From an optimization exercise on the open Yosys and OpenROAD flow, aimed at small area and a short achievable clock period; shortcuts taken in it are not production practice.
Where RTL was checked, it was by simulation tests only, not by an equivalence proof against the original.
For runs 4 to 7, only the layout was checked, not whether the RTL still works.
Power figures rest on the tool's default switching activity, not on a simulated workload.

===== design/flow/run.sh =====
#!/bin/bash
# synth_recipe.tcl (not shown) runs the flow's synth.tcl, then flattens the netlist and writes it again
# the make line also repeats each setting of config.mk as NAME=value (left out here)
make -C /OpenROAD-flow-scripts/flow DESIGN_CONFIG=/design/flow/config.mk WORK_HOME=/design/flow/orfs CLKGATE_MAP_FILE= SYNTH_SCRIPT=/design/flow/synth_recipe.tcl finish

===== design/flow/config.mk =====
export PLATFORM = sky130hd
export DESIGN_NAME = enigma_top
export DESIGN_NICKNAME = enigma_top
export VERILOG_FILES = /design/flow/design.v
export SDC_FILE = /design/flow/constraint.sdc
export NUM_CORES = 4
export LEC_CHECK = 0
export ABC_AREA = 1
export CAP_MARGIN = 20
export CORE_MARGIN = 2
export CORE_UTILIZATION = 60
export CTS_BUF_LIST = sky130_fd_sc_hd__clkbuf_16
export CTS_CLUSTER_DIAMETER = 100
export CTS_CLUSTER_SIZE = 22
export SETUP_SLACK_MARGIN = 3.0
export SLEW_MARGIN = 20

===== design/flow/constraint.sdc =====
create_clock -name core_clock -period 6.0 [get_ports {clk}]
set_input_delay 1.2000 -clock core_clock [delete_from_list [all_inputs] [get_ports {clk}]]
set_output_delay 1.2000 -clock core_clock [all_outputs]
set_load 0.01 [all_outputs]

===== design/flow/design.v =====
`timescale 1ns/1ns
`default_nettype none
module enigma_top (
    input  wire       clk,
    input  wire       srstn,
    input  wire       load_i,
    input  wire       encrypt_i,
    input  wire [5:0] code_i,
    output wire [5:0] code_o,
    output wire       code_valid_o
);
    logic             loading_q;
    logic             ready_q;
    logic [63:0][5:0] ring_q;
    logic [63:0]      vld_q;
    logic [5:0]       q_q;
    logic [5:0]       r_q;
    logic             pend_q;
    logic [5:0]       u_q;
    logic [5:0]       uc_q;
    logic [5:0]       js_q;
    logic             any_q;
    logic             valid_q;
    wire ld_acc  = load_i & ~ready_q;
    wire enc_acc = encrypt_i & ready_q;
    always_ff @(posedge clk) begin
        if (!srstn) begin
            loading_q <= 1'b0;
            ready_q   <= 1'b0;
        end else begin
            loading_q <= load_i & ~ready_q;
            ready_q   <= ready_q | (loading_q & ~load_i);
        end
    end
    always_ff @(posedge clk) begin
        ring_q <= {ring_q[62:0], ld_acc ? code_i : ring_q[63]};
    end
    always_ff @(posedge clk) begin
        if (!srstn) begin
            vld_q <= '0;
        end else begin
            vld_q <= {vld_q[62:0], ld_acc | vld_q[63]};
        end
    end
    always_ff @(posedge clk) begin
        if (ld_acc) begin
            q_q <= 6'd0;
        end else begin
            q_q <= q_q + 6'd1 + {5'd0, enc_acc};
        end
    end
    wire [2:0] x_lo = code_i[2:0];
    wire [2:0] x_hi = code_i[5:3];
    wire [2:0] q_lo = q_q[2:0];
    wire [2:0] q_hi = q_q[5:3];
    wire       brw  = (x_lo >= q_lo);
    logic [7:0]      sel_lo;
    logic [7:0]      eq_hi;
    logic [7:0]      sel_hi;
    logic [7:0][6:0] grp;
    logic [6:0]      fva;
    always_comb begin
        for (int l = 0; l < 8; l++) begin
            sel_lo[l] = (x_lo == 3'(q_lo - 3'(l) - 3'd1));
            eq_hi[l]  = (x_hi == 3'(q_hi - 3'(l)));
        end
        for (int h = 0; h < 8; h++) begin
            sel_hi[h] = brw ? eq_hi[(h + 1) % 8] : eq_hi[h];
        end
        fva = '0;
        for (int h = 0; h < 8; h++) begin
            grp[h] = '0;
            for (int l = 0; l < 8; l++) begin
                grp[h] = grp[h] | ({vld_q[8*h+l], ring_q[8*h+l]} & {7{sel_lo[l]}});
            end
            fva = fva | (grp[h] & {7{sel_hi[h]}});
        end
    end
    wire [5:0] fa = fva[5:0];
    wire       va = fva[6];
    wire [5:0] ra = va ? ~fa : 6'h3f;
    always_ff @(posedge clk) begin
        u_q    <= q_q;
        r_q    <= ra;
        pend_q <= srstn & enc_acc;
    end
    wire [5:0] u  = u_q;
    wire       rz = (r_q == 6'd0);
    logic [63:0] w;
    logic [63:0] hm;
    always_comb begin
        for (int j = 0; j < 64; j++) begin
            w[j]  = vld_q[j] ? (ring_q[j] == r_q) : rz;
            hm[j] = w[j] & (6'(j) <= u);
        end
    end
    function automatic logic [5:0] msb64(input logic [63:0] v);
        logic [31:0]      a1;
        logic [15:0]      a2;
        logic [7:0]       a3;
        logic [3:0]       a4;
        logic [1:0]       a5;
        logic [31:0]      i1;
        logic [15:0][1:0] i2;
        logic [7:0][2:0]  i3;
        logic [3:0][3:0]  i4;
        logic [1:0][4:0]  i5;
        for (int n = 0; n < 32; n++) begin
            a1[n] = v[2*n+1] | v[2*n];
            i1[n] = v[2*n+1];
        end
        for (int n = 0; n < 16; n++) begin
            a2[n] = a1[2*n+1] | a1[2*n];
            i2[n] = a1[2*n+1] ? {1'b1, i1[2*n+1]} : {1'b0, i1[2*n]};
        end
        for (int n = 0; n < 8; n++) begin
            a3[n] = a2[2*n+1] | a2[2*n];
            i3[n] = a2[2*n+1] ? {1'b1, i2[2*n+1]} : {1'b0, i2[2*n]};
        end
        for (int n = 0; n < 4; n++) begin
            a4[n] = a3[2*n+1] | a3[2*n];
            i4[n] = a3[2*n+1] ? {1'b1, i3[2*n+1]} : {1'b0, i3[2*n]};
        end
        for (int n = 0; n < 2; n++) begin
            a5[n] = a4[2*n+1] | a4[2*n];
            i5[n] = a4[2*n+1] ? {1'b1, i4[2*n+1]} : {1'b0, i4[2*n]};
        end
        msb64 = a5[1] ? {1'b1, i5[1]} : {1'b0, i5[0]};
    endfunction
    wire [5:0] jstar = (|hm) ? msb64(hm) : msb64(w);
    always_ff @(posedge clk) begin
        uc_q    <= u;
        js_q    <= jstar;
        any_q   <= |w;
        valid_q <= srstn & pend_q;
    end
    assign code_o       = any_q ? (uc_q - js_q) : 6'd0;
    assign code_valid_o = valid_q;
endmodule
`default_nettype wire

==> results.json, run 1 <==
{
  "wl_met1_um": 35000,
  "outcome": "timing/DRC/antenna clean",
  "finalMaxSlewViolations": 0,
  "start_util_pct": 60.6,
  "cts.path.max_buffers": 3,
  "num-nets-final": 3699,
  "finalPower_mw": 6.94,
  "clk_pin_slew_ns": 0.10,
  "drtIter0Drc": 3409,
  "ys_seq_area_share_pct": 40.3,
  "tightestPinTransition_ns": 0.869,
  "gp_congestion": 1.13,
  "dr.max_layer_used": "met5",
  "drc_errors": 0,
  "dieHeight_um": 204,
  "met2WireLength_um": 40400,
  "pwr-share-clk_pct": 25.9,
  "tritoncts": "done",
  "ctsHoldBuffers": 0,
  "holdPathStages": 0,
  "ant_nets": 0,
  "worstHoldPathType": "register to register",
  "gr-total-overflow": 0,
  "synthCells": 3659,
  "grt_antenna_before_repair": 4,
  "num_vias": 24914,
  "min-delay-start": "ring_q[237]$_DFF_P_",
  "fmax_ghz": 0.294,
  "post-route-util_pct": 67.2,
  "reg2reg_to": "any_q$_DFF_P_",
  "die_area_mm2": 0.0416,
  "drt-wirelength-per-cell_um": 22.8,
  "switching_share_pct": 33.3,
  "grt_pass1_vias": 23386,
  "setup_viol": 0,
  "numCtsBuffers": 25,
  "ys_types": 49,
  "cp-startpoint": "js_q[2]$_DFF_P_",
  "grt_use_total_pct": 44.7,
  "worstPathRequired_ns": 4.80,
  "dr_wl_met3_um": 12700,
  "synth_area_mm2": 0.0240,
  "pwr-share-comb_pct": 23.5,
  "switchingPower_mw": 2.31,
  "areaGrowthSynthToFinish_pct": 10.9,
  "power_density_mw_per_mm2": 261,
  "yosysTopAreaCell": "dfxtp_1",
  "cts_root_buf": "clkbuf_16",
  "hold_viol": 0,
  "synth_area_leaders": "dfxtp_1 (40%), nand2_1 (21%), inv_1 (7.1%)",
  "worstSkewPairLatency_ns": 0.60,
  "worstPathArrival_ns": 2.20,
  "p_leak_nw": 12.5,
  "grt_first_pass_wirelength_um": 140000,
  "finalCriticalPeriod_ns": 3.40,
  "first_pass_iters": 7,
  "power_frac_seq_pct": 50.6,
  "ys_ff_latch": 483,
  "r2r_start": "r_q[5]$_SDFF_PN1_",
  "final.period_utilization_pct": 56.7,
  "htree_levels": 1,
  "internal_power_mw": 4.63,
  "hpwl_um": 60900,
  "syn-mean-instance-area_um2": 6.55,
  "cp_cell_sequence": "inv_2, ha_4, nand2_1, nor2_1, a211oi_2, nor2_1, inv_1, nand2_1, a21oi_2, o21ai_1, a21oi_1, buf_2",
  "cpMaxStageDelayCell": "dfxtp_2",
  "holdPathEnd": "ring_q[243]$_DFF_P_",
  "rows": 73,
  "cp_max_fo": 4,
  "yosysWarnings": 1,
  "yosys.area.top_type_share_pct": 40.3,
  "ff2ff_setup_slack_ns": 2.99,
  "placement.io_buffers": 16,
  "slew_headroom_pct": 42.0,
  "die_w_um": 204,
  "pin_count": 17,
  "fp.coreArea_mm2": 0.0395,
  "final_layout_size_suffix_gt1_share_pct": 7.27,
  "cp_slowest_stage_delay_ns": 0.37,
  "ir_drop_mv": 0.283,
  "rsz0062_at_grt": "yes",
  "synth_nets": 3686,
  "drv_cap": 0,
  "wl_um": 95500,
  "final.setup.tns_ns": 0,
  "grt_max_degree": 67,
  "vias_per_cell": 5.93,
  "cp-start-kind": "register",
  "rr_worst_depth": 14,
  "criticalPathCategory": "register to output port",
  "fin_worst_skew_ns": 0.0221,
  "nFillCells": 3466,
  "critPathCaptureType": "output port",
  "clock-sinks": 483
}
==> kinds of logic (layout without fill, tap and decap cells) <==
group / after synthesis / count (layout) / share of synthesized area [%]
and+or+nand+nor: 2047 / 2048 / 34.5
AOI/OAI and AO/OA: 394 / 394 / 9.38
xor gates and xnor gates: 118 / 118 / 4.34
DFF: 483 / 483 / 40.3
adders and majority gates: 17 / 17 / 0.918
buffers and inverters: 600 / 612 / 10.5
other: 0 / 1 / 0
==> through the flow <==
step	cell area (µm²)	hold WS [ns]	setup slack [ns]	instances
2_1_floorplan	24000	0.326	3.01	3659
6_report	26600	0.345	2.60	4198
4_1_cts	26100	0.355	2.55	4168
3_3_place_gp	24300	0.333	1.49	4098
5_1_grt	26600	0.362	2.45	4197
3_5_place_dp	24300	0.336	1.43	4098
==> metal layers <==
layer | global-route usage (%) | vias up
met5 | 0 | -
met3 | 11.9 | 464
met2 | 68.1 | 1761
met1 | 55.9 | 11406
li1 | - | 11279
met4 | 29.5 | 4
==> power by group through the flow <==
| stage | sequential [mW] | clock (mW) | combinational (mW) |
|---|---|---|---|
| floorplan | 3.50 | 0 | 0.643 |
| detailed placement | 3.57 | 0 | 1.09 |
| finish | 3.51 | 1.80 | 1.63 |
| global placement | 3.57 | 0 | 1.09 |
| global route | 3.52 | 1.91 | 1.66 |
| CTS | 3.50 | 1.80 | 1.44 |
==> cells in the final DEF, fill, tap and decap left out, types with 7 or more instances in the layout <==
cell type,n
o21ai_2,8
buf_4,45
inv_1,444
dfxtp_2,8
buf_8,9
or2_0,7
o21bai_1,28
o2111ai_1,9
nand3_1,131
xor2_1,44
nor2_2,14
buf_12,22
buf_16,7
dfxtp_4,7
a22oi_1,9
buf_6,11
clkbuf_16,27
o22ai_1,25
nor2_1,407
xnor2_1,69
nor2_4,11
nor3_1,19
o21ai_1,29
nand3b_1,12
ha_1,11
a21boi_0,13
nand2_1,1342
nand4_1,57
a21oi_1,114
dfxtp_1,468
inv_2,15
nand2_2,15
o21ai_0,128
==> repair_timing <==
action	in CTS	in global routing
pin swaps	28	26
buffers inserted	33	26
gates resized for setup	145	67
gates cloned	10	3
endpoints found under the setup margin	19	18
==> final cells by class <==
class	count	area, µm²	area share, %
well taps	525	657	2.47
flip-flops and latches	483	9710	36.5
inverters	467	1810	6.82
clock buffers	25	626	2.35
clock inverters	2	7.51	0.0282
diodes	1	2.50	0.00941
multi-input cells	2577	12200	45.8
repair buffers	118	1600	6.00
==> worst max-delay path, delay by kind of cell (launching register included) <==
kind	cells	cell delay [ns]
adders and majority gates	1	0.22
DFF	1	0.37
AOI/OAI and AO/OA	4	0.53
buffers and inverters	3	0.26
and+or+nand+nor	4	0.22
==> how the worst max path moves through the flow <==
stage / end / slack (ns)
after floorplan: r_q[0]$_SDFF_PN1_ / 3.01
after global placement: r_q[3]$_SDFF_PN1_ / 1.49
after detailed placement: r_q[2]$_SDFF_PN1_ / 1.43
after CTS: code_o[5] / 2.55
after global routing: code_o[5] / 2.45
final: code_o[5] / 2.60
==> synthesized netlist by cell type, drive strengths merged <==
cell,count
ha,16
and3b,2
a221oi,6
clkinv,1
a22o,1
nand4,58
nor2,431
or2,15
buf,96
o2111ai,9
nor3b,7
clkbuf,37
o211ai,7
a31oi,3
nand2,1361
a21oi,115
o21a,4
nand3b,12
dfxtp,483
a22oi,11
o21bai,28
a21o,1
o211a,1
nand3,135
nor3,25
a21boi,13
o21ai,165
a211oi,5
xor2,48
o22ai,25
xnor2,70
and2,1
fa,1
inv,466
==> state kept, by name, summed over array words and instances (netlist names) <==
name,count
ring_q,384
ready_q,1
any_q,1
loading_q,1
js_q,6
vld_q,64
u_q,6
uc_q,6
valid_q,1
q_q,6
pend_q,1
r_q,6
==> inputs of run 2 (changes only) <==
==> design/flow/flow/run.sh (new file) <==
#!/bin/bash
set -o pipefail
cp standard.sh standard_sh.log
export BUFFER_PORTS_ARGS="-buffer_cell sky130_fd_sc_hd__buf_4"
bash standard.sh > standard.log 2>&1
==> design/flow/standard.sh (new file) <==
#!/bin/bash
# synth_recipe.tcl (not shown) runs the flow's synth.tcl, then flattens the netlist and writes it again
# the make line also repeats each setting of config.mk as NAME=value (left out here)
make -C /OpenROAD-flow-scripts/flow DESIGN_CONFIG=/design/flow/config.mk WORK_HOME=/design/flow/orfs CLKGATE_MAP_FILE= SYNTH_SCRIPT=/design/flow/synth_recipe.tcl "${@:-finish}"
--- a/design/flow/config.mk
+++ b/design/flow/config.mk
@@ -6,5 +6,4 @@
 export NUM_CORES = 4
 export LEC_CHECK = 0
-export ABC_AREA = 1
 export CAP_MARGIN = 20
 export CORE_MARGIN = 2
@@ -13,4 +12,4 @@
 export CTS_CLUSTER_DIAMETER = 100
 export CTS_CLUSTER_SIZE = 22
-export SETUP_SLACK_MARGIN = 3.0
+export SETUP_SLACK_MARGIN = 2.5
 export SLEW_MARGIN = 20
removed: design/flow/run.sh
==> run 2 against run 1 <==
Worst setup slack worse by 0.075 ns. Global-route usage fell by 6.7 points. Register-to-register slack worse by 0.47 ns. Synthesized cell count decreased by 42%. Non-clock buffer count down 41. Power decreased by 4.2%.
==> results.json, run 2 <==
{
  "mostFrequentLayoutCell": "dfxtp_1",
  "ys_types": 90,
  "grt_use_total_pct": 38.0,
  "post-route-util_pct": 66.0,
  "wl_um": 74800,
  "multi_input_area_mm2": 0.0113,
  "top_register": "ring_q",
  "drv_cap": 0,
  "num-nets-final": 2115,
  "final.period_utilization_pct": 58.0,
  "cp-start-kind": "register",
  "tightestPinTransition_ns": 0.931,
  "clk_pin_slew_ns": 0.09,
  "outcome": "timing/DRC/antenna clean",
  "fin_worst_skew_ns": 0.0337,
  "ir_drop_mv": 0.338,
  "grt_pass1_vias": 16510,
  "preCtsSetupSlack_ns": 1.48,
  "criticalPathCategory": "register to register",
  "cp_cell_sequence": "or2_2, nor2_1, a2bb2o_1, a22o_1, nor3_2, nand2_1, a31oi_1, a2111oi_4, o211ai_1",
  "first_pass_iters": 10,
  "post-synth-top-count-cell": "dfxtp_1",
  "htree_levels": 1,
  "hold_slack_ns": 0.357,
  "fp.coreArea_mm2": 0.0355,
  "rsz0062_at_grt": "yes",
  "finalMaxSlewViolations": 0,
  "largestRegisters": "ring_q (384), vld_q (64)",
  "tritoncts": "done",
  "cp_top_family": "compound AO/OA/AOI/OAI gates",
  "syn-mean-instance-area_um2": 10.2,
  "nFillCells": 2931,
  "yosysTopAreaCell": "dfxtp_1",
  "grt_antenna_before_repair": 0,
  "p_leak_nw": 8.62,
  "rows": 69,
  "ys_seq_area_share_pct": 44.9,
  "pin_count": 17,
  "drt-wirelength-per-cell_um": 29.3,
  "synthCells": 2108,
  "clock-sinks": 483,
  "grt_first_pass_wirelength_um": 108000,
  "areaGrowthSynthToFinish_pct": 8.72,
  "slew_headroom_pct": 37.5,
  "start_util_pct": 60.7,
  "cp_max_fo": 22,
  "setup_viol": 0,
  "dieHeight_um": 193,
  "synthFlopType": "dfxtp_1",
  "gp_congestion": 0.983,
  "largest_reg_flops": 384,
  "yosys.area.top_type_share_pct": 44.9,
  "gr-total-overflow": 0,
  "yosysWarnings": 1,
  "vias_per_cell": 6.85,
  "worstSkewPairLatency_ns": 0.61,
  "async_flop_share_pct": 0,
  "hold_viol": 0,
  "synth_edf_count": 0,
  "num_vias": 17485,
  "worstHoldPathType": "register to register",
  "critPathCaptureType": "register",
  "finalCriticalPeriod_ns": 3.48,
  "grt_max_degree": 69,
  "fmax_ghz": 0.287,
  "path_buf_inv": 0,
  "power_density_mw_per_mm2": 284,
  "worst_slack_ns": 2.52,
  "worstPathArrival_ns": 3.95,
  "synthTopCellsByCount": "dfxtp_1 (483), xnor2_1 (379), nand2_1 (115)",
  "final_cell_mix": "dfxtp_1 (474), xnor2_1 (377), nand2_1 (115), and2_1 (75), nand3_1 (72)",
  "ant_nets": 0,
  "final_layout_size_suffix_gt1_share_pct": 13.3,
  "hpwl_um": 49700,
  "synth_nets": 2135,
  "cts.path.max_buffers": 3,
  "die_w_um": 193,
  "worstPathRequired_ns": 6.47,
  "drc_errors": 0,
  "final.setup.tns_ns": 0,
  "cts_root_buf": "clkbuf_16",
  "synth_area_leaders": "dfxtp_1 (45%), xnor2_1 (15%), mux2_2 (3.2%)",
  "numCtsBuffers": 26,
  "synth_area_mm2": 0.0215,
  "placement.io_buffers": 16,
  "die_area_mm2": 0.0374,
  "ys_ff_latch": 483,
  "drtIter0Drc": 2248,
  "cpMaxStageDelayCell": "dfxtp_1",
  "cp_slowest_stage_delay_ns": 0.61,
  "seq_area_mm2": 0.00970
}
-- run 2: cell types whose count changed after synthesis, sizes merged, moves of 75 or more --
cell / before / now
xnor2: 70 / 379
nor2: 431 / 67
o21ai: 165 / 36
and2: 1 / 76
inv: 466 / 26
nand2: 1361 / 116
-- run 2: final timing paths --
check	end	depth (start not counted)	from	slack, ns
max	js_q[0]$_DFF_P_	9	u_q[3]$_DFF_P_	2.52
min	ring_q[9]$_DFF_P_	0	ring_q[3]$_DFF_P_	0.36
max reg2reg	js_q[0]$_DFF_P_	9	u_q[3]$_DFF_P_	2.52
min reg2reg	ring_q[9]$_DFF_P_	0	ring_q[3]$_DFF_P_	0.36
-- run 2: timing repair --
item / in CTS / in global routing
pin swaps: 11 / 10
setup endpoints to repair: 14 / 12
hold buffers: 0 / 0
buffers inserted: 18 / 9
gates cloned: 4 / 5
resized for setup: 59 / 49
-- run 2: report_power, final --
group / switching (mW) / total [mW] / internal (mW)
Sequential: 0.163 / 3.50 / 3.34
Combinational: 0.833 / 1.30 / 0.472
Clock: 1.05 / 1.84 / 0.788
Total: 2.05 / 6.65 / 4.60
-- run 2: kinds of logic after synthesis --
logic type	Yosys count	synth area share, %
simple gates	514	13.0
flops	483	44.9
compound gates	472	16.7
xor+xnor	405	16.5
mux	65	3.38
buf+inv	152	4.55
fa+ha+maj	17	1.02
-- run 2: per-stage QoR --
stage | power (mW) | cell area, µm² | std cells
after CTS | 6.55 | 22900 | 2539
after detailed placement | 4.72 | 21600 | 2485
after global placement | 4.70 | 21600 | 2485
final | 6.65 | 23400 | 2554
after global routing | 6.81 | 23400 | 2553
after floorplan | 4.28 | 21500 | 2108
-- run 2: layout make-up --
type,count,area share [%]
Multi-Input combinational cell,1474,48.4
Sequential cell,483,41.4
Timing Repair Buffer,77,4.28
Clock buffer,26,2.78
Tap cell,461,2.46
Inverter,26,0.428
Clock inverter,6,0.225
Antenna cell,1,0.0107
-- run 2: routing by layer --
metal / global-route usage (%) / vias to the layer above / wire [µm]
met4: 12.0 / 0 / 2670
met3: 7.30 / 179 / 7720
met1: 53.1 / 8646 / 30600
met2: 59.6 / 1030 / 33800
li1: - / 7630 / -
met5: 0 / - / 0
==> inputs of run 3 (changes only) <==
==> design/flow/run.sh (new file) <==
#!/bin/bash
# synth_recipe.tcl (not shown) runs the flow's synth.tcl, then flattens the netlist and writes it again
# the make line also repeats each setting of config.mk as NAME=value (left out here)
make -C /OpenROAD-flow-scripts/flow DESIGN_CONFIG=/design/flow/config.mk WORK_HOME=/design/flow/orfs CLKGATE_MAP_FILE= SYNTH_SCRIPT=/design/flow/synth_recipe.tcl finish
--- a/design/flow/config.mk
+++ b/design/flow/config.mk
@@ -8,8 +8,8 @@
 export CAP_MARGIN = 20
 export CORE_MARGIN = 2
-export CORE_UTILIZATION = 60
+export CORE_UTILIZATION = 70
 export CTS_BUF_LIST = sky130_fd_sc_hd__clkbuf_16
 export CTS_CLUSTER_DIAMETER = 100
-export CTS_CLUSTER_SIZE = 22
+export CTS_CLUSTER_SIZE = 26
 export SETUP_SLACK_MARGIN = 2.5
 export SLEW_MARGIN = 20
removed: design/flow/flow/run.sh
removed: design/flow/standard.sh
==> run 3 against run 2 <==
Still clean. Sequential cell count did not move. Synthesized cell count did not move. Clock power fell by 8%. Fmax fell by 1.1%. Clock-buffer cell count fell by 3. Critical path type unchanged.
==> results.json, run 3 <==
{
  "cpMaxStageDelayCell": "o22ai_1",
  "cp_max_fo": 20,
  "grt_max_degree": 69,
  "cp_slowest_stage_delay_ns": 0.52,
  "path_buf_inv": 3,
  "hold_viol": 0,
  "finalMaxSlewViolations": 0,
  "place_area_mm2": 0.0216,
  "tritoncts": "done",
  "cp_cell_sequence": "nor4_4, buf_4, nand2_4, buf_12, buf_4, o22ai_1, nor2_1, a21oi_1, nor3_2, and2_1, a2111oi_0, a31oi_1",
  "placement.io_buffers": 16,
  "worstPathArrival_ns": 3.92,
  "async_flop_share_pct": 0,
  "num-nets-final": 2126,
  "num_vias": 18375,
  "fmax_ghz": 0.284,
  "final.setup.tns_ns": 0,
  "first_pass_iters": 9,
  "rows": 64,
  "finalCriticalPeriod_ns": 3.52,
  "clock-sinks": 483,
  "pin_count": 17,
  "ys_types": 90,
  "setup_viol": 0,
  "syn-mean-instance-area_um2": 10.2,
  "drt-wirelength-per-cell_um": 30.6,
  "p_leak_nw": 8.79,
  "cts_root_buf": "clkbuf_16",
  "die_w_um": 179,
  "die_area_mm2": 0.0322,
  "synth_area_leaders": "dfxtp_1 (45%), xnor2_1 (15%), mux2_2 (3.2%)",
  "synthCells": 2108,
  "synthTopCellsByCount": "dfxtp_1 (483), xnor2_1 (379), nand2_1 (115)",
  "synthFlopType": "dfxtp_1",
  "mostFrequentLayoutCell": "dfxtp_1",
  "areaGrowthSynthToFinish_pct": 10.5,
  "final_cell_mix": "dfxtp_1 (472), xnor2_1 (376), nand2_1 (114), and2_1 (75), nand3_1 (72)",
  "drc_errors": 0,
  "tightestPinTransition_ns": 1.19,
  "post-synth-top-count-cell": "dfxtp_1",
  "drtIter0Drc": 3286,
  "worstSkewPairLatency_ns": 0.56,
  "ant_nets": 0,
  "clk_pin_slew_ns": 0.11,
  "start_util_pct": 70.7,
  "ctsHoldBuffers": 0,
  "synth_edf_count": 0,
  "numCtsBuffers": 22,
  "final.period_utilization_pct": 58.6,
  "worstHoldPathType": "register to register",
  "cts.path.max_buffers": 3,
  "slew_headroom_pct": 20.1,
  "vias_per_cell": 7.35,
  "rsz0062_at_grt": "yes",
  "ys_ff_latch": 483,
  "cp-start-kind": "register",
  "yosysTopAreaCell": "dfxtp_1",
  "criticalPathCategory": "register to register",
  "synth_area_mm2": 0.0215,
  "ir_drop_mv": 0.320,
  "dieHeight_um": 179,
  "fp.coreArea_mm2": 0.0304,
  "cp.depth": 12,
  "rr_worst_depth": 12,
  "hpwl_um": 48200,
  "fin_area_mm2": 0.0238,
  "drv_cap": 0,
  "htree_levels": 1,
  "grt_pass1_vias": 17421,
  "synth_nets": 2135,
  "fin_worst_skew_ns": 0.0220,
  "largestRegisters": "ring_q (384), vld_q (64)",
  "top_register": "ring_q",
  "worstPathRequired_ns": 6.40,
  "wl_um": 76400,
  "holdPathStages": 0,
  "yosysWarnings": 1,
  "power_density_mw_per_mm2": 286,
  "ys_seq_area_share_pct": 44.9,
  "critPathCaptureType": "register",
  "largest_reg_flops": 384,
  "yosys.area.top_type_share_pct": 44.9,
  "cp_top_family": "compound AO/OA/AOI/OAI gates",
  "grt_first_pass_wirelength_um": 109000,
  "grt_use_total_pct": 45.4,
  "grt_antenna_before_repair": 3,
  "gr-total-overflow": 0,
  "final_layout_size_suffix_gt1_share_pct": 14.9,
  "outcome": "timing/DRC/antenna clean",
  "cpMostUsedCell": "buf_4",
  "gp_congestion": 1.00
}
==> run 3: cell counts after synthesis <==
No cell type changed its count.
==> run 3: area by class of cell <==
class | instances | area [µm²]
diodes | 1 | 2.50
clock buffers | 23 | 576
clock inverters | 5 | 25.0
fillers | 1896 | 6650
inverters | 26 | 100
multi-input cells | 1477 | 11700
flip-flops and latches | 483 | 9700
well taps | 396 | 495
repair buffers | 89 | 1200
==> run 3: where the power goes <==
group          switching (mW)  internal, mW  total [mW]
registers               0.172          3.34        3.51
clock network            1.00         0.695        1.70
logic                    1.01         0.583        1.59
==> run 3: repair_timing <==
action	in CTS	in global routing
pin swaps	14	23
setup endpoints to repair	18	14
cloned	9	7
hold endpoints to repair	0	0
buffers inserted	19	14
resized for setup	115	74
==> run 3: layer usage <==
metal	vias up	routed length, µm	track usage [%]
met5	-	8	0
met4	2	5060	25.2
met3	358	10300	13.3
met2	1528	33000	68.2
met1	8824	28100	58.7
li1	7663	-	-
==> run 3: logic make-up after synthesis <==
family | share of synthesized area (%)
and+or+nand+nor | 13.0
DFF | 44.9
AOI/OAI and AO/OA | 16.7
xor gates and xnor gates | 16.5
buffers and inverters | 4.55
muxes | 3.38
adders and majority gates | 1.02
==> run 3: path summary, 6_finish.rpt <==
| check | start | end | slack [ns] |
|---|---|---|---|
| setup / recovery | r_q[2]$_SDFF_PN1_ | js_q[2]$_DFF_P_ | 2.48 |
| hold / removal | ring_q[97]$_DFF_P_ | ring_q[103]$_DFF_P_ | 0.37 |
| setup reg to reg | r_q[2]$_SDFF_PN1_ | js_q[2]$_DFF_P_ | 2.48 |
| hold reg to reg | ring_q[97]$_DFF_P_ | ring_q[103]$_DFF_P_ | 0.37 |
==> run 3: through the flow <==
step                      power (mW)  std cells  hold slack, ns  worst slack, ns  util, %
after floorplan                 4.28       2108           0.329             2.51        -
after global placement          4.71       2422           0.367             1.23     71.0
after detailed placement        4.73       2422           0.370             1.20     71.0
after CTS                       6.59       2478           0.373             2.44     76.2
after global routing            6.91       2499           0.390             2.45     78.1
final                           6.80       2500           0.368             2.48     78.1
==> inputs of run 4 (changes only) <==
--- a/design/flow/design.v
+++ b/design/flow/design.v
@@ -13,5 +13,7 @@
     logic             ready_q;
     logic [63:0][5:0] ring_q;
-    logic [63:0]      vld_q;
+    localparam logic [63:0] ODD = {32{2'b10}};
+    logic [63:0]      vst_q;
+    wire  [63:0]      vld_q = vst_q ^ ODD;
     logic [5:0]       q_q;
     logic [5:0]       r_q;
@@ -38,7 +40,7 @@
     always_ff @(posedge clk) begin
         if (!srstn) begin
-            vld_q <= '0;
+            vst_q <= ODD;
         end else begin
-            vld_q <= {vld_q[62:0], ld_acc | vld_q[63]};
+            vst_q <= {vld_q[62:0], ld_acc | vld_q[63]} ^ ODD;
         end
     end
--- a/design/flow/config.mk
+++ b/design/flow/config.mk
@@ -8,8 +8,8 @@
 export CAP_MARGIN = 20
 export CORE_MARGIN = 2
-export CORE_UTILIZATION = 70
+export CORE_UTILIZATION = 60
 export CTS_BUF_LIST = sky130_fd_sc_hd__clkbuf_16
 export CTS_CLUSTER_DIAMETER = 100
-export CTS_CLUSTER_SIZE = 26
+export CTS_CLUSTER_SIZE = 22
 export SETUP_SLACK_MARGIN = 2.5
 export SLEW_MARGIN = 20
==> run 4 against run 3 <==
Power is 1.4% higher. Final cell count is 5.4% higher. Sequential power is essentially flat. Clock-buffer cell count grew 2. Area after synthesis shrank 1.5%. Die area is 15% higher. Sequential share of layout area grew 0.53 points. Final area fell by 1.3%. Highest routed layer is now met4.
==> results.json, run 4 <==
{
  "power_frac_seq_pct": 50.6,
  "cts.path.max_buffers": 3,
  "finalCriticalPeriod_ns": 3.54,
  "final.period_utilization_pct": 59.0,
  "worstPathRequired_ns": 6.48,
  "outcome": "timing/DRC/antenna clean",
  "hold_slack_ns": 0.374,
  "ys_types": 75,
  "cpMostUsedCell": "xnor2_2",
  "switching_share_pct": 32.3,
  "cp-startpoint": "code_i[2]",
  "placement.io_buffers": 16,
  "cts_root_buf": "clkbuf_16",
  "drv_cap": 0,
  "fmax_ghz": 0.283,
  "synth_edf_count": 0,
  "rows": 68,
  "cp_top_family": "simple AND/OR/NAND/NOR gates",
  "place_area_mm2": 0.0215,
  "clock-sinks": 483,
  "rsz0062_at_grt": "no",
  "ir_drop_mv": 0.317,
  "first_pass_iters": 7,
  "worstSkewPairLatency_ns": 0.58,
  "rr_worst_depth": 10,
  "worstPathArrival_ns": 4.02,
  "pwr-share-comb_pct": 23.8,
  "ys_seq_area_share_pct": 45.6,
  "cp.depth": 11,
  "cp-start-kind": "input pin",
  "switchingPower_mw": 2.23,
  "die_w_um": 192,
  "drtIter0Drc": 2543,
  "grt_max_degree": 69,
  "final_cell_mix": "dfxtp_1 (475), xnor2_1 (228), xor2_1 (173), nand2_1 (143), a21oi_1 (101)",
  "largestRegisters": "ring_q (384), vst_q (64)",
  "top_register": "ring_q",
  "gp_congestion": 0.952,
  "pin_count": 17,
  "gr-total-overflow": 0,
  "async_flop_share_pct": 0,
  "wl_um": 74200,
  "pwr-share-clk_pct": 25.5,
  "holdPathStages": 0,
  "yosysTopAreaCell": "dfxtp_1",
  "post-synth-top-count-cell": "dfxtp_1",
  "synthCells": 2167,
  "critPathCaptureType": "register",
  "worstHoldPathType": "register to register",
  "fin_worst_skew_ns": 0.0183,
  "synth_nets": 2194,
  "yosysWarnings": 1,
  "numCtsBuffers": 25,
  "hpwl_um": 47300,
  "htree_levels": 1,
  "final_layout_size_suffix_gt1_share_pct": 10.5,
  "power_density_mw_per_mm2": 294,
  "path_buf_inv": 2,
  "ys_ff_latch": 483,
  "synthFlopType": "dfxtp_1",
  "fp.coreArea_mm2": 0.0347,
  "fin_area_mm2": 0.0235,
  "final.setup.tns_ns": 0,
  "drc_errors": 0,
  "synth_area_leaders": "dfxtp_1 (46%), xnor2_1 (9.6%), xor2_1 (7.2%)",
  "start_util_pct": 61.1,
  "num_vias": 17856,
  "dieHeight_um": 192,
  "areaGrowthSynthToFinish_pct": 10.6,
  "drt-wirelength-per-cell_um": 28.2,
  "min-delay-start": "ring_q[25]$_DFF_P_",
  "cp_slowest_stage_delay_ns": 0.55,
  "cp_max_fo": 28,
  "clk_pin_slew_ns": 0.10,
  "yosys.area.top_type_share_pct": 45.6,
  "cpMaxStageDelayCell": "nor3b_4",
  "num-nets-final": 2203,
  "criticalPathCategory": "input pin to register",
  "vias_per_cell": 6.78,
  "largest_reg_flops": 384,
  "cp_cell_sequence": "dlygate4sd2_1, xnor2_2, xnor2_2, nor3b_4, buf_8, a22oi_1, o211ai_1, a21oi_1, o21ai_1, nor4_1, or2_2",
  "syn-mean-instance-area_um2": 9.78,
  "r2r_start": "r_q[1]$_SDFF_PN1_",
  "tritoncts": "done",
  "hold_viol": 0,
  "finalMaxSlewViolations": 0,
  "p_leak_nw": 8.49,
  "setup_viol": 0,
  "internal_power_mw": 4.67,
  "mostFrequentLayoutCell": "dfxtp_1",
  "tightestPinTransition_ns": 0.869,
  "synth_area_mm2": 0.0212,
  "synthTopCellsByCount": "dfxtp_1 (483), xnor2_1 (232), xor2_1 (174)",
  "grt_first_pass_wirelength_um": 107000,
  "grt_use_total_pct": 39.1,
  "die_area_mm2": 0.0369,
  "slew_headroom_pct": 41.5,
  "grt_pass1_vias": 16995,
  "ant_nets": 0,
  "grt_antenna_before_repair": 2
}
## run 4: kinds of logic after synthesis
group | Yosys count | synth area share (%)
compound gates | 531 | 17.7
buf+inv | 163 | 4.28
xor+xnor | 407 | 16.8
flops | 483 | 45.6
fa+ha+maj | 17 | 1.04
simple gates | 517 | 12.2
mux | 49 | 2.32
## run 4: final cells by class
class                   instances  area (µm²)
inverters                      38         145
well taps                     455         569
multi-input cells            1525       11200
diodes                          1        2.50
clock buffers                  25         626
fillers                      2839       11300
clock inverters                 4        20.0
repair buffers                103        1210
flip-flops and latches        483        9690
## run 4: what timing repair did
item / 4_1_cts / 5_1_grt
setup endpoints to repair: 17 / 13
hold buffers: 0 / 0
gates cloned: 5 / 4
buffers inserted: 33 / 15
pin swaps: 13 / 20
resized for setup: 75 / 92
## run 4: stage by stage
| step | utilization [%] | worst slack [ns] | total power [mW] | instances |
|---|---|---|---|---|
| 2_1_floorplan | - | 2.51 | 4.30 | 2167 |
| 3_3_place_gp | 62.0 | 1.16 | 4.77 | 2547 |
| 3_5_place_dp | 62.0 | 1.14 | 4.79 | 2547 |
| 4_1_cts | 65.9 | 2.50 | 6.71 | 2614 |
| 5_1_grt | 67.6 | 2.46 | 7.08 | 2633 |
| 6_report | 67.6 | 2.46 | 6.90 | 2634 |
## run 4: worst paths after layout
| kind | end | slack, ns |
|---|---|---|
| worst max register to register | js_q[0]$_DFF_P_ | 2.52 |
| worst max-delay path | r_q[3]$_SDFF_PN1_ | 2.46 |
| worst min-delay path | ring_q[31]$_DFF_P_ | 0.37 |
| worst min register to register | ring_q[31]$_DFF_P_ | 0.37 |
## run 4: power by group through the flow
stage	sequential (mW)	clock [mW]	combinational, mW
finish	3.49	1.76	1.65
global route	3.51	1.89	1.68
global placement	3.56	0	1.21
floorplan	3.51	0	0.788
detailed placement	3.56	0	1.22
CTS	3.49	1.78	1.45
## run 4: layer usage
metal  part of all wire, %  GRT usage [%]  vias up
met1                    39           52.7     8598
li1                      -              -     7786
met2                    43           59.4     1217
met4                   5.6           18.3        0
met3                    12           9.06      255
met5                     0              0        -
==> inputs of run 5 (changes only) <==
--- a/design/flow/design.v
+++ b/design/flow/design.v
@@ -13,7 +13,5 @@
     logic             ready_q;
     logic [63:0][5:0] ring_q;
-    localparam logic [63:0] ODD = {32{2'b10}};
-    logic [63:0]      vst_q;
-    wire  [63:0]      vld_q = vst_q ^ ODD;
+    logic [63:0]      vld_q;
     logic [5:0]       q_q;
     logic [5:0]       r_q;
@@ -21,6 +19,8 @@
     logic [5:0]       u_q;
     logic [5:0]       uc_q;
-    logic [5:0]       js_q;
-    logic             any_q;
+    logic [5:0]       jh_q;
+    logic [5:0]       jw_q;
+    logic             anyh_q;
+    logic             anyw_q;
     logic             valid_q;
     wire ld_acc  = load_i & ~ready_q;
@@ -40,7 +40,7 @@
     always_ff @(posedge clk) begin
         if (!srstn) begin
-            vst_q <= ODD;
+            vld_q <= '0;
         end else begin
-            vst_q <= {vld_q[62:0], ld_acc | vld_q[63]} ^ ODD;
+            vld_q <= {vld_q[62:0], ld_acc | vld_q[63]};
         end
     end
@@ -130,12 +130,28 @@
         msb64 = a5[1] ? {1'b1, i5[1]} : {1'b0, i5[0]};
     endfunction
-    wire [5:0] jstar = (|hm) ? msb64(hm) : msb64(w);
     always_ff @(posedge clk) begin
         uc_q    <= u;
-        js_q    <= jstar;
-        any_q   <= |w;
+        jh_q    <= msb64(hm);
+        jw_q    <= msb64(w);
+        anyh_q  <= |hm;
+        anyw_q  <= |w;
         valid_q <= srstn & pend_q;
     end
-    assign code_o       = any_q ? (uc_q - js_q) : 6'd0;
+    wire [5:0] js = anyh_q ? jh_q : jw_q;
+    wire [5:0] sa = uc_q;
+    wire [5:0] sb = ~js;
+    wire [5:0] sg = sa & sb;
+    wire [5:0] st = sa | sb;
+    wire [5:0] sp = sa ^ sb;
+    wire [6:0] sc;
+    assign sc[0] = 1'b1;
+    assign sc[1] = st[0];
+    assign sc[2] = sg[1] | (st[1] & st[0]);
+    assign sc[3] = sg[2] | (st[2] & sg[1]) | (st[2] & st[1] & st[0]);
+    wire       g30 = sg[3] | (st[3] & sc[3]);
+    assign sc[4] = g30;
+    assign sc[5] = sg[4] | (st[4] & sg[3]) | (st[4] & st[3] & sc[3]);
+    assign sc[6] = 1'b0;
+    assign code_o       = (sp ^ sc[5:0]) & {6{anyw_q}};
     assign code_valid_o = valid_q;
 endmodule
==> design/flow/flow/run.sh (new file) <==
#!/bin/bash
set -o pipefail
cp standard.sh standard_sh.log
export BUFFER_PORTS_ARGS="-buffer_cell sky130_fd_sc_hd__buf_4"
bash standard.sh > standard.log 2>&1
==> design/flow/standard.sh (new file) <==
#!/bin/bash
# synth_recipe.tcl (not shown) runs the flow's synth.tcl, then flattens the netlist and writes it again
# the make line also repeats each setting of config.mk as NAME=value (left out here)
make -C /OpenROAD-flow-scripts/flow DESIGN_CONFIG=/design/flow/config.mk WORK_HOME=/design/flow/orfs CLKGATE_MAP_FILE= SYNTH_SCRIPT=/design/flow/synth_recipe.tcl "${@:-finish}"
removed: design/flow/run.sh
==> run 5 against run 4 <==
Still clean on timing, DRC and antenna. Final cell count fell by 2.7%. Utilization fell by 1.4 points. Sequential cell count rose by 7. Clock power rose by 5%. Via count fell by 2.1%. Clock skew rose by 0.019 ns. Power fell by 4.5%. Global-route usage fell by 0.60 points. Critical endpoint is now code_o[5]. Largest cell class unchanged.
==> results.json, run 5 <==
{
  "cp_cell_sequence": "mux2i_4, inv_1, ha_2, nor2_2, nor2_2, o21bai_4, a21oi_1, nor2_1, or3_1, a21boi_2, buf_4",
  "hold_slack_ns": 0.365,
  "met2_usage_pct": 58.0,
  "top_register": "ring_q",
  "ir_drop_mv": 0.299,
  "ys_seq_area_share_pct": 46.6,
  "final.setup.tns_ns": 0,
  "reg2reg_to": "jh_q[1]$_DFF_P_",
  "rr_worst_depth": 10,
  "critPathCaptureType": "output port",
  "hpwl_um": 48600,
  "finalCriticalPeriod_ns": 3.71,
  "drv_cap": 0,
  "cp_max_fo": 5,
  "tritoncts": "done",
  "wl_um": 71400,
  "p_leak_nw": 8.09,
  "worstPathRequired_ns": 4.80,
  "ys_ff_latch": 490,
  "num-nets-final": 2136,
  "synth_edf_count": 0,
  "dieHeight_um": 191,
  "slew_headroom_pct": 36.2,
  "cts_root_buf": "clkbuf_16",
  "met3_usage_pct": 7.45,
  "r2r_start": "r_q[2]$_SDFF_PN1_",
  "grt_use_total_pct": 38.5,
  "placement.io_buffers": 16,
  "grt_first_pass_wirelength_um": 106000,
  "synthFlopType": "dfxtp_1",
  "finalPower_mw": 6.59,
  "fp.coreArea_mm2": 0.0345,
  "drtIter0Drc": 2470,
  "ff2ff_setup_slack_ns": 2.50,
  "cp-startpoint": "anyh_q$_DFF_P_",
  "tightestPinTransition_ns": 0.955,
  "htree_levels": 1,
  "grt_pass1_vias": 16729,
  "setup_viol": 0,
  "holdPathEnd": "ring_q[212]$_DFF_P_",
  "num_vias": 17483,
  "first_pass_iters": 6,
  "synthTopCellsByCount": "dfxtp_1 (490), xnor2_1 (384), a22oi_1 (99), nand2_1 (99), nand3_1 (99)",
  "drt-wirelength-per-cell_um": 27.8,
  "syn-mean-instance-area_um2": 9.87,
  "cpMostUsedCell": "nor2_2",
  "async_flop_share_pct": 0,
  "busiest_layer": "met2",
  "yosysWarnings": 1,
  "final.period_utilization_pct": 61.9,
  "grt_antenna_before_repair": 2,
  "fin_area_mm2": 0.0229,
  "largest_reg_flops": 384,
  "die_area_mm2": 0.0366,
  "mostFrequentLayoutCell": "dfxtp_1",
  "place_area_mm2": 0.0214,
  "gr-total-overflow": 0,
  "rsz0062_at_grt": "yes",
  "gp_congestion": 1.01,
  "final_cell_mix": "dfxtp_1 (483), xnor2_1 (382), nand2_1 (99), nand3_1 (99), a22oi_1 (99)",
  "synth_area_leaders": "dfxtp_1 (47%), xnor2_1 (16%), a22oi_1 (3.5%)",
  "start_util_pct": 60.9,
  "use_met1_pct": 53.8,
  "clock-sinks": 490,
  "power_density_mw_per_mm2": 288,
  "drc_errors": 0,
  "yosysTopAreaCell": "dfxtp_1",
  "grt_max_degree": 69,
  "ys_types": 76,
  "numCtsBuffers": 26,
  "rows": 68,
  "synth_nets": 2163,
  "areaGrowthSynthToFinish_pct": 8.75,
  "min-delay-start": "ring_q[206]$_DFF_P_",
  "outcome": "timing/DRC/antenna clean",
  "worstHoldPathType": "register to register",
  "holdPathStages": 0,
  "synth_area_mm2": 0.0210,
  "path_buf_inv": 2,
  "die_w_um": 191,
  "final_layout_size_suffix_gt1_share_pct": 9.01,
  "cp-start-kind": "register",
  "fmax_ghz": 0.269,
  "ctsHoldBuffers": 0,
  "post-synth-top-count-cell": "dfxtp_1",
  "hold_viol": 0,
  "cp_top_family": "simple AND/OR/NAND/NOR gates",
  "worstPathArrival_ns": 2.51,
  "yosys.area.top_type_share_pct": 46.6,
  "criticalPathCategory": "register to output port",
  "fin_worst_skew_ns": 0.0376,
  "worstSkewPairLatency_ns": 0.60,
  "cpMaxStageDelayCell": "dfxtp_4",
  "cts.path.max_buffers": 3,
  "clk_pin_slew_ns": 0.10,
  "largestRegisters": "ring_q (384), vld_q (64)",
  "finalMaxSlewViolations": 0,
  "pin_count": 17,
  "cp_slowest_stage_delay_ns": 0.38,
  "vias_per_cell": 6.82,
  "ant_nets": 0,
  "synthCells": 2131
}
[run 5: stage by stage]
| stage | utilization [%] | worst slack [ns] | cells |
|---|---|---|---|
| floorplan | - | 2.53 | 2131 |
| global placement | 62.1 | 1.64 | 2502 |
| detailed placement | 62.1 | 1.64 | 2502 |
| CTS | 65.3 | 2.23 | 2552 |
| global route | 66.2 | 2.17 | 2563 |
| finish | 66.2 | 2.29 | 2564 |
[run 5: repair_timing]
action,in CTS,in global routing
buffers inserted,17,11
cloned,1,0
endpoints found under the setup margin,25,19
gates resized for setup,51,43
pin swaps,5,7
[run 5: where the power goes]
group	switching [mW]	internal (mW)
sequential	0.146	3.39
clock	1.06	0.785
combinational	0.845	0.375
[run 5: logic make-up (layout without fill, tap and decap cells)]
kind of cell / Yosys count / after routing / share of synthesized area [%]
DFF: 490 / 490 / 46.6
AOI/OAI and AO/OA: 516 / 516 / 17.7
other: 0 / 1 / 0
buffers and inverters: 161 / 137 / 3.49
xor gates and xnor gates: 404 / 404 / 16.8
and+or+nand+nor: 514 / 515 / 12.8
adders and majority gates: 22 / 22 / 1.38
muxes: 24 / 24 / 1.15
[run 5: how the worst max path moves through the flow]
stage / end / slack, ns / cells after the start
floorplan: r_q[5]$_SDFF_PN1_ / 2.53 / 10
global placement: r_q[5]$_SDFF_PN1_ / 1.64 / 13
detailed placement: r_q[5]$_SDFF_PN1_ / 1.64 / 13
CTS: code_o[5] / 2.23 / 11
global route: code_o[5] / 2.17 / 11
finish: code_o[5] / 2.29 / 11
[run 5: area by class of cell]
class / instances / area (µm²)
fill: 2863 / 11700
multi-input combinational: 1481 / 10900
sequential: 490 / 9840
timing repair buffer: 72 / 738
tap: 455 / 569
inverter: 33 / 124
clock inverter: 6 / 45.0
antenna: 1 / 2.50
clock buffer: 26 / 651
[run 5: per-layer routing]
metal | up-vias | wire length [µm] | part of all wire (%)
li1 | 7651 | - | -
met1 | 8467 | 29400 | 41
met2 | 1163 | 30800 | 43
met3 | 200 | 7940 | 11
met4 | 2 | 3230 | 4.5
met5 | - | 13 | 0.018
==> inputs of run 6 (changes only) <==
==> design/flow/design.v (replaced) <==
`timescale 1ns/1ns
`default_nettype none
module enigma_top (
    input  wire       clk,
    input  wire       srstn,
    input  wire       load_i,
    input  wire       encrypt_i,
    input  wire [5:0] code_i,
    output wire [5:0] code_o,
    output wire       code_valid_o
);
    logic             loading_q;
    logic             ready_q;
    logic [63:0][5:0] ring_q;
    logic [63:0]      vld_q;
    logic [5:0]       q_q;
    logic [5:0]       r_q;
    logic             rz_q;
    logic             pend_q;
    logic [5:0]       u_q;
    logic [5:0]       uc_q;
    logic [5:0]       js_q;
    logic             any_q;
    logic             valid_q;
    wire ld_acc  = load_i & ~ready_q;
    wire enc_acc = encrypt_i & ready_q;
    always_ff @(posedge clk) begin
        if (!srstn) begin
            loading_q <= 1'b0;
            ready_q   <= 1'b0;
        end else begin
            loading_q <= load_i & ~ready_q;
            ready_q   <= ready_q | (loading_q & ~load_i);
        end
    end
    always_ff @(posedge clk) begin
        ring_q <= {ring_q[62:0], ld_acc ? code_i : ring_q[63]};
    end
    always_ff @(posedge clk) begin
        if (!srstn) begin
            vld_q <= '0;
        end else begin
            vld_q <= {vld_q[62:0], ld_acc | vld_q[63]};
        end
    end
    always_ff @(posedge clk) begin
        if (ld_acc) begin
            q_q <= 6'd0;
        end else begin
            q_q <= q_q + 6'd1 + {5'd0, enc_acc};
        end
    end
    wire [2:0] x_lo = code_i[2:0];
    wire [2:0] x_hi = code_i[5:3];
    wire [2:0] q_lo = q_q[2:0];
    wire [2:0] q_hi = q_q[5:3];
    wire       brw  = (x_lo >= q_lo);
    logic [7:0]      sel_lo;
    logic [7:0]      eq_hi;
    logic [7:0]      sel_hi;
    logic [7:0][6:0] grp;
    logic [6:0]      fva;
    always_comb begin
        for (int l = 0; l < 8; l++) begin
            sel_lo[l] = (x_lo == 3'(q_lo - 3'(l) - 3'd1));
            eq_hi[l]  = (x_hi == 3'(q_hi - 3'(l)));
        end
        for (int h = 0; h < 8; h++) begin
            sel_hi[h] = brw ? eq_hi[(h + 1) % 8] : eq_hi[h];
        end
        fva = '0;
        for (int h = 0; h < 8; h++) begin
            grp[h] = '0;
            for (int l = 0; l < 8; l++) begin
                grp[h] = grp[h] | ({vld_q[8*h+l], ring_q[8*h+l]} & {7{sel_lo[l]}});
            end
            fva = fva | (grp[h] & {7{sel_hi[h]}});
        end
    end
    wire [5:0] fa = fva[5:0];
    wire       va = fva[6];
    wire [5:0] ra = va ? ~fa : 6'h3f;
    always_ff @(posedge clk) begin
        u_q    <= q_q;
        r_q    <= ra;
        rz_q   <= (ra == 6'd0);
        pend_q <= srstn & enc_acc;
    end
    wire [5:0] u  = u_q;
    wire       rz = rz_q;
    logic [63:0] w;
    always_comb begin
        for (int j = 0; j < 64; j++) begin
            w[j] = vld_q[j] ? (ring_q[j] == r_q) : rz;
        end
    end
    function automatic logic [2:0] msb8(input logic [7:0] v);
        logic [2:0] idx;
        idx[2] = |v[7:4];
        idx[1] = idx[2] ? (|v[7:6]) : (|v[3:2]);
        idx[0] = idx[2] ? (idx[1] ? v[7] : v[5]) : (idx[1] ? v[3] : v[1]);
        msb8 = idx;
    endfunction
    wire [2:0] u_lo = u[2:0];
    wire [2:0] u_hi = u[5:3];
    logic [7:0]      tl;
    logic [7:0]      gbelow;
    logic [7:0]      gat;
    logic [7:0]      aw;
    logic [7:0]      am;
    logic [7:0][2:0] iw;
    logic [7:0][2:0] im;
    logic [7:0]      hv;
    logic [7:0][2:0] hi;
    always_comb begin
        for (int l = 0; l < 8; l++) begin
            tl[l] = (3'(l) <= u_lo);
        end
        for (int g = 0; g < 8; g++) begin
            gbelow[g] = (3'(g) < u_hi);
            gat[g]    = (3'(g) == u_hi);
            aw[g]     = |w[8*g +: 8];
            iw[g]     = msb8(w[8*g +: 8]);
            am[g]     = |(w[8*g +: 8] & tl);
            im[g]     = msb8(w[8*g +: 8] & tl);
            hv[g]     = (gbelow[g] & aw[g]) | (gat[g] & am[g]);
            hi[g]     = gat[g] ? im[g] : iw[g];
        end
    end
    wire       anyh = |hv;
    wire       anyw = |aw;
    wire [2:0] gh   = msb8(hv);
    wire [2:0] gw   = msb8(aw);
    wire [5:0] jh   = {gh, hi[gh]};
    wire [5:0] jw   = {gw, iw[gw]};
    always_ff @(posedge clk) begin
        uc_q    <= u;
        js_q    <= anyh ? jh : jw;
        any_q   <= anyw;
        valid_q <= srstn & pend_q;
    end
    assign code_o       = (uc_q - js_q) & {6{any_q}};
    assign code_valid_o = valid_q;
endmodule
`default_nettype wire
==> run 6 against run 5 <==
Global-route usage increased by 1.2 points. Non-clock buffer count increased by 70. Area after synthesis increased by 4.5%. Largest cell class unchanged. Largest power group unchanged.
==> results.json, run 6 <==
{
  "r2r_start": "r_q[5]$_DFF_P_",
  "hold_viol": 0,
  "ant_nets": 0,
  "yosysWarnings": 1,
  "fin_worst_skew_ns": 0.0415,
  "ctsHoldBuffers": 0,
  "finalPower_mw": 6.88,
  "drt-wirelength-per-cell_um": 30.0,
  "synth_edf_count": 0,
  "synthTopCellsByCount": "dfxtp_1 (484), xnor2_1 (344), nand2_1 (129)",
  "synthFlopType": "dfxtp_1",
  "dieHeight_um": 195,
  "pin_count": 17,
  "grt_max_degree": 69,
  "async_flop_share_pct": 0,
  "ys_seq_area_share_pct": 44.1,
  "criticalPathCategory": "register to register",
  "setup_viol": 0,
  "placement.io_buffers": 16,
  "synth_area_leaders": "dfxtp_1 (44%), xnor2_1 (14%), mux2_2 (3.2%)",
  "worst_slack_ns": 2.48,
  "die_area_mm2": 0.0382,
  "top_register": "ring_q",
  "holdPathStages": 0,
  "post-synth-top-count-cell": "dfxtp_1",
  "finalCriticalPeriod_ns": 3.52,
  "synthCells": 2137,
  "ir_drop_mv": 0.386,
  "preCtsSetupSlack_ns": 1.48,
  "power_density_mw_per_mm2": 277,
  "mostFrequentLayoutCell": "dfxtp_1",
  "grt_pass1_vias": 17170,
  "cts.path.max_buffers": 3,
  "p_leak_nw": 9.04,
  "outcome": "timing/DRC/antenna clean",
  "ff2ff_setup_slack_ns": 2.48,
  "slew_headroom_pct": 40.4,
  "numCtsBuffers": 25,
  "largest_reg_flops": 384,
  "worstPathRequired_ns": 6.45,
  "final_cells": 2651,
  "final_layout_size_suffix_gt1_share_pct": 18.8,
  "cts_root_buf": "clkbuf_16",
  "drc_errors": 0,
  "min-delay-start": "ring_q[209]$_DFF_P_",
  "gp_congestion": 0.996,
  "drv_cap": 0,
  "rsz0062_at_grt": "yes",
  "wl_um": 79600,
  "final_cell_mix": "dfxtp_1 (473), xnor2_1 (342), nand2_1 (127), buf_4 (96), and2_1 (73)",
  "htree_levels": 1,
  "start_util_pct": 60.4,
  "reg2reg_to": "js_q[0]$_DFF_P_",
  "synth_area_mm2": 0.0220,
  "tightestPinTransition_ns": 0.890,
  "holdPathEnd": "ring_q[215]$_DFF_P_",
  "rr_worst_depth": 12,
  "hpwl_um": 50500,
  "first_pass_iters": 9,
  "ys_types": 103,
  "cp-start-kind": "register",
  "worstHoldPathType": "register to register",
  "fp.coreArea_mm2": 0.0363,
  "grt_first_pass_wirelength_um": 113000,
  "grt_antenna_before_repair": 1,
  "clk_pin_slew_ns": 0.10,
  "worstSkewPairLatency_ns": 0.59,
  "critPathCaptureType": "register",
  "ys_ff_latch": 484,
  "gr-total-overflow": 0,
  "final.setup.tns_ns": 0,
  "vias_per_cell": 6.84,
  "hold_slack_ns": 0.345,
  "yosysTopAreaCell": "dfxtp_1",
  "numPlacedInstances": 2531,
  "areaGrowthSynthToFinish_pct": 12.9,
  "synth_nets": 2164,
  "yosys.area.top_type_share_pct": 44.1,
  "finalMaxSlewViolations": 0,
  "syn-mean-instance-area_um2": 10.3,
  "cp_max_fo": 18,
  "tritoncts": "done",
  "final.period_utilization_pct": 58.7,
  "num_vias": 18141,
  "drtIter0Drc": 2628,
  "num-nets-final": 2209,
  "die_w_um": 195,
  "fmax_ghz": 0.284,
  "largestRegisters": "ring_q (384), vld_q (64)",
  "grt_use_total_pct": 39.7,
  "worstPathArrival_ns": 3.98,
  "clock-sinks": 484,
  "rows": 70
}
==> run 6: cell types whose count changed after synthesis, sizes merged, moves of 32 or more <==
cell / change
a21oi: -59
mux2: +62
nand3: -35
a221oi: +58
a22oi: -34
xnor2: -40
nand4: -33
xor2: +42
nand2: +32
==> run 6: power breakdown <==
group | internal (mW) | switching, mW
clock | 0.744 | 1.02
sequential | 3.35 | 0.167
combinational | 0.578 | 1.02
==> run 6: metrics by stage <==
stage	utilization, %	instance area (µm²)
finish	68.2	24800
global route	68.2	24800
CTS	65.9	24000
detailed placement	61.3	22300
global placement	61.3	22300
floorplan	-	22100
==> run 6: cells by family after synthesis <==
| kind of cell | share of synthesized area, % |
|---|---|
| and+or+nand+nor | 13.1 |
| xor gates and xnor gates | 16.4 |
| buffers and inverters | 4.59 |
| muxes | 4.30 |
| AOI/OAI and AO/OA | 16.5 |
| adders and majority gates | 1.00 |
| DFF | 44.1 |
==> run 6: critical path: stages, from the launching register on <==
cell and delay (ns):
dfxtp_4 0.50, buf_12 0.23, xor2_2 0.22, nor2_1 0.11
a31o_4 0.27, nor4_4 0.33, nand2_2 0.20, a221oi_4 0.43
o311a_4 0.31, o21ai_4 0.11, o221ai_1 0.11, o211ai_1 0.21
a31o_1 0.33
==> run 6: worst max-delay path by stage <==
stage	from	to	slack, ns	depth (start not counted)
global placement	r_q[4]$_DFF_P_	js_q[0]$_DFF_P_	1.47	12
detailed placement	u_q[0]$_DFF_P_	js_q[0]$_DFF_P_	1.48	10
CTS	r_q[4]$_DFF_P_	js_q[0]$_DFF_P_	2.49	13
floorplan	code_i[0]	rz_q$_DFF_P_	2.50	9
global route	r_q[5]$_DFF_P_	js_q[2]$_DFF_P_	2.42	12
finish	r_q[5]$_DFF_P_	js_q[0]$_DFF_P_	2.48	12
==> run 6: metal layers <==
metal | track usage (%) | routed length [µm]
met5 | 0 | 0
met4 | 19.0 | 4830
met3 | 7.98 | 8710
met2 | 60.1 | 33900
met1 | 54.5 | 32100
==> run 6: repair_timing <==
| action | CTS | global route |
|---|---|---|
| setup endpoints to repair | 16 | 8 |
| cloned | 2 | 5 |
| buffers inserted | 50 | 35 |
| pin swaps | 11 | 23 |
| resized for setup | 83 | 81 |
==> run 6: cell type report <==
class | count | area [µm²]
Multi-Input combinational cell | 1500 | 12100
Fill cell | 2888 | 11600
Sequential cell | 484 | 9720
Timing Repair Buffer | 142 | 1590
Clock buffer | 25 | 626
Tap cell | 468 | 586
Inverter | 29 | 120
Antenna cell | 2 | 5.00
Clock inverter | 1 | 3.75
==> inputs of run 7 (changes only) <==
--- a/design/flow/config.mk
+++ b/design/flow/config.mk
@@ -12,4 +12,4 @@
 export CTS_CLUSTER_DIAMETER = 100
 export CTS_CLUSTER_SIZE = 22
-export SETUP_SLACK_MARGIN = 2.5
+export SETUP_SLACK_MARGIN = 3.0
 export SLEW_MARGIN = 20
==> run 7 against run 6 <==
Clock-buffer cell count stayed put. Worst setup slack better by 0.0095 ns. Final area is 12% higher. Critical path depth is 2 higher. Utilization is 8.0 points higher. Routed wire length is 13% higher. Die area stayed put. Fmax is 0.27% higher. Area after synthesis stayed put. Register-to-register slack better by 0.10 ns. Global-route usage is 5.7 points higher. Critical path type is now input pin to register. Highest routed layer is now met5.
==> results.json, run 7 <==
{
  "outcome": "timing/DRC/antenna clean",
  "pin_count": 17,
  "areaGrowthSynthToFinish_pct": 26.2,
  "ys_seq_area_share_pct": 44.1,
  "hold_slack_ns": 0.365,
  "clock-sinks": 484,
  "rows": 70,
  "cts.path.max_buffers": 3,
  "critPathCaptureType": "register",
  "cts_root_buf": "clkbuf_16",
  "synth_area_leaders": "dfxtp_1 (44%), xnor2_1 (14%), mux2_2 (3.2%)",
  "largest_reg_flops": 384,
  "synth_edf_count": 0,
  "tightestPinTransition_ns": 0.968,
  "multi_input_area_mm2": 0.0133,
  "slew_headroom_pct": 35.3,
  "synthCells": 2137,
  "gr-total-overflow": 0,
  "cp-start-kind": "input pin",
  "numCtsBuffers": 25,
  "wl_um": 90000,
  "post-synth-top-count-cell": "dfxtp_1",
  "yosysTopAreaCell": "dfxtp_1",
  "worstPathArrival_ns": 3.98,
  "fmax_ghz": 0.285,
  "criticalPathCategory": "input pin to register",
  "synthFlopType": "dfxtp_1",
  "ir_drop_mv": 0.316,
  "grt_first_pass_wirelength_um": 127000,
  "syn-mean-instance-area_um2": 10.3,
  "tritoncts": "done",
  "drv_cap": 0,
  "htree_levels": 1,
  "fp.coreArea_mm2": 0.0363,
  "hpwl_um": 50200,
  "cp_max_fo": 11,
  "die_area_mm2": 0.0382,
  "fin_worst_skew_ns": 0.0455,
  "post-route-util_pct": 76.2,
  "start_util_pct": 60.4,
  "drtIter0Drc": 3066,
  "finalMaxSlewViolations": 0,
  "grt_max_degree": 69,
  "setup_viol": 0,
  "drt-wirelength-per-cell_um": 32.2,
  "worstPathRequired_ns": 6.47,
  "worstSkewPairLatency_ns": 0.60,
  "grt_pass1_vias": 18946,
  "vias_per_cell": 7.03,
  "final_layout_size_suffix_gt1_share_pct": 28.3,
  "ys_ff_latch": 484,
  "synthTopCellsByCount": "dfxtp_1 (484), xnor2_1 (344), nand2_1 (129)",
  "synth_nets": 2164,
  "final.period_utilization_pct": 58.6,
  "final_cell_mix": "dfxtp_1 (469), xnor2_1 (334), buf_4 (177), nand2_1 (124), and2_1 (72)",
  "gp_congestion": 0.958,
  "hold_viol": 0,
  "seq_area_mm2": 0.00973,
  "p_leak_nw": 10.3,
  "placement.io_buffers": 16,
  "ctsHoldBuffers": 0,
  "num_vias": 19634,
  "grt_antenna_before_repair": 4,
  "dieHeight_um": 195,
  "clk_pin_slew_ns": 0.10,
  "rsz0062_at_grt": "yes",
  "ant_nets": 0,
  "nFillCells": 2399,
  "drc_errors": 0,
  "largestRegisters": "ring_q (384), vld_q (64)",
  "grt_use_total_pct": 45.4,
  "top_register": "ring_q",
  "mostFrequentLayoutCell": "dfxtp_1",
  "worstHoldPathType": "register to register",
  "first_pass_iters": 9,
  "finalCriticalPeriod_ns": 3.51,
  "synth_area_mm2": 0.0220,
  "async_flop_share_pct": 0,
  "power_density_mw_per_mm2": 271,
  "yosysWarnings": 1,
  "yosys.area.top_type_share_pct": 44.1,
  "die_w_um": 195,
  "ys_types": 103,
  "final.setup.tns_ns": 0,
  "finalPower_mw": 7.51,
  "num-nets-final": 2351
}
==> run 7: changes by cell type in the layout (fill, tap and decap cells not counted), sizes merged <==
cell,previous run,this run
bufbuf,0,2
inv,29,27
buf,137,280
bufinv,0,1
nor2b,19,18
clkinvlp,1,4
clkbuf,30,26
nor2,77,78
==> run 7: cell type report <==
type,instances,share of cell area [%]
Antenna cell,2,0.0181
Clock buffer,25,2.26
Clock inverter,2,0.0271
Inverter,29,0.578
Multi-Input combinational cell,1500,47.9
Sequential cell,484,35.1
Tap cell,468,2.11
Timing Repair Buffer,283,11.9
Timing Repair inverter,1,0.0316
==> run 7: per-layer routing <==
layer | share of wire [%] | up-vias | GRT usage, %
met5 | 0.011 | - | 0
met3 | 13 | 476 | 13.1
met1 | 37 | 9376 | 58.6
li1 | - | 8174 | -
met2 | 41 | 1606 | 66.1
met4 | 8.4 | 2 | 30.2
==> run 7: kinds of logic (layout without fill, tap and decap cells) <==
kind of cell	after synthesis	after routing	synth area share [%]
AO/OA/AOI/OAI	461	461	16.5
XOR/XNOR	406	406	16.4
adder cells (fa/ha/maj)	17	17	1.00
buffers and inverters	155	340	4.59
flip-flops	484	484	44.1
multiplexers	86	86	4.30
other	0	2	0
AND/OR/NAND/NOR	528	530	13.1
==> run 7: worst max-delay path: stages <==
cell      delay (ns)
buf_8           0.09
inv_8           0.03
ha_4            0.27
nor3b_4         0.17
buf_12          0.15
buf_6           0.13
buf_16          0.16
buf_4           0.18
a222oi_1        0.27
nand2_1         0.15
a221oi_2        0.28
o22ai_2         0.18
or4_4           0.55
nor4bb_1        0.14
==> run 7: path summary, 6_finish.rpt <==
kind                       startpoint                   to  slack, ns  cells past startpoint
setup / recovery            code_i[0]         rz_q$_DFF_P_       2.49                     14
hold / removal    ring_q[167]$_DFF_P_  ring_q[173]$_DFF_P_       0.37                      0
setup reg to reg    q_q[2]$_SDFF_PP0_         rz_q$_DFF_P_       2.58                     13
hold reg to reg   ring_q[167]$_DFF_P_  ring_q[173]$_DFF_P_       0.37                      0
==> run 7: through the flow <==
step | worst slack [ns] | cell area [µm²] | std cells
2_1_floorplan | 2.54 | 22100 | 2137
4_1_cts | 2.54 | 26900 | 2738
6_report | 2.49 | 27700 | 2794
3_5_place_dp | 1.35 | 22300 | 2526
3_3_place_gp | 1.29 | 22300 | 2526
5_1_grt | 2.46 | 27700 | 2792
==> run 7: timing repair <==
action | 4_1_cts | 5_1_grt
buffers inserted | 165 | 53
pin swaps | 124 | 55
setup endpoints to repair | 19 | 18
gates cloned | 20 | 1
gates resized for setup | 332 | 65
==> run 7: power by group <==
part | internal [mW] | switching, mW
sequential | 3.35 | 0.185
clock | 0.745 | 1.04
combinational | 0.884 | 1.31

## static timing again, ports no longer ideal
No port has a modelled driver above. Below, the same layouts with a new extraction and two added sets of constraints. Step 1 sets driving cells, clkbuf_16 on the clock port and buf_2 on the other inputs (assumed; they add their load-dependent delay and slew). Step 2, shift: input delay + t, output delay - t, t = (earliest + latest rising clock arrival at the registers) / 2. This alone moves slack from input paths to output paths. Slacks: no drivers / after step 1 / after step 2; pairs: no drivers / after step 1.
run	t (ns)	setup WS [ns]	worst setup path at the end	latest minus earliest clock arrival (ns)	pins driven straight from the clock port
run 1	0.649	2.595 / 2.536 / 2.366	input to register	0.022 / 0.022	1
run 2	0.649	2.520 / 2.503 / 1.921	input to register	0.034 / 0.034	1
run 3	0.606	2.483 / 2.483 / 1.913	input to register	0.023 / 0.024	1
run 4	0.631	2.463 / 2.497 / 1.867	input to register	0.018 / 0.019	1
run 5	0.640	2.287 / 2.231 / 1.915	input to register	0.038 / 0.038	1
run 6	0.635	2.477 / 2.474 / 1.907	input to register	0.044 / 0.043	1
run 7	0.637	2.486 / 2.494 / 1.857	input to register	0.048 / 0.048	1
After both steps setup and hold are still met in every run listed. For run 7, which loses most, drivers alone change the setup slack by +0.008 ns; drivers and shift together by -0.629 ns.
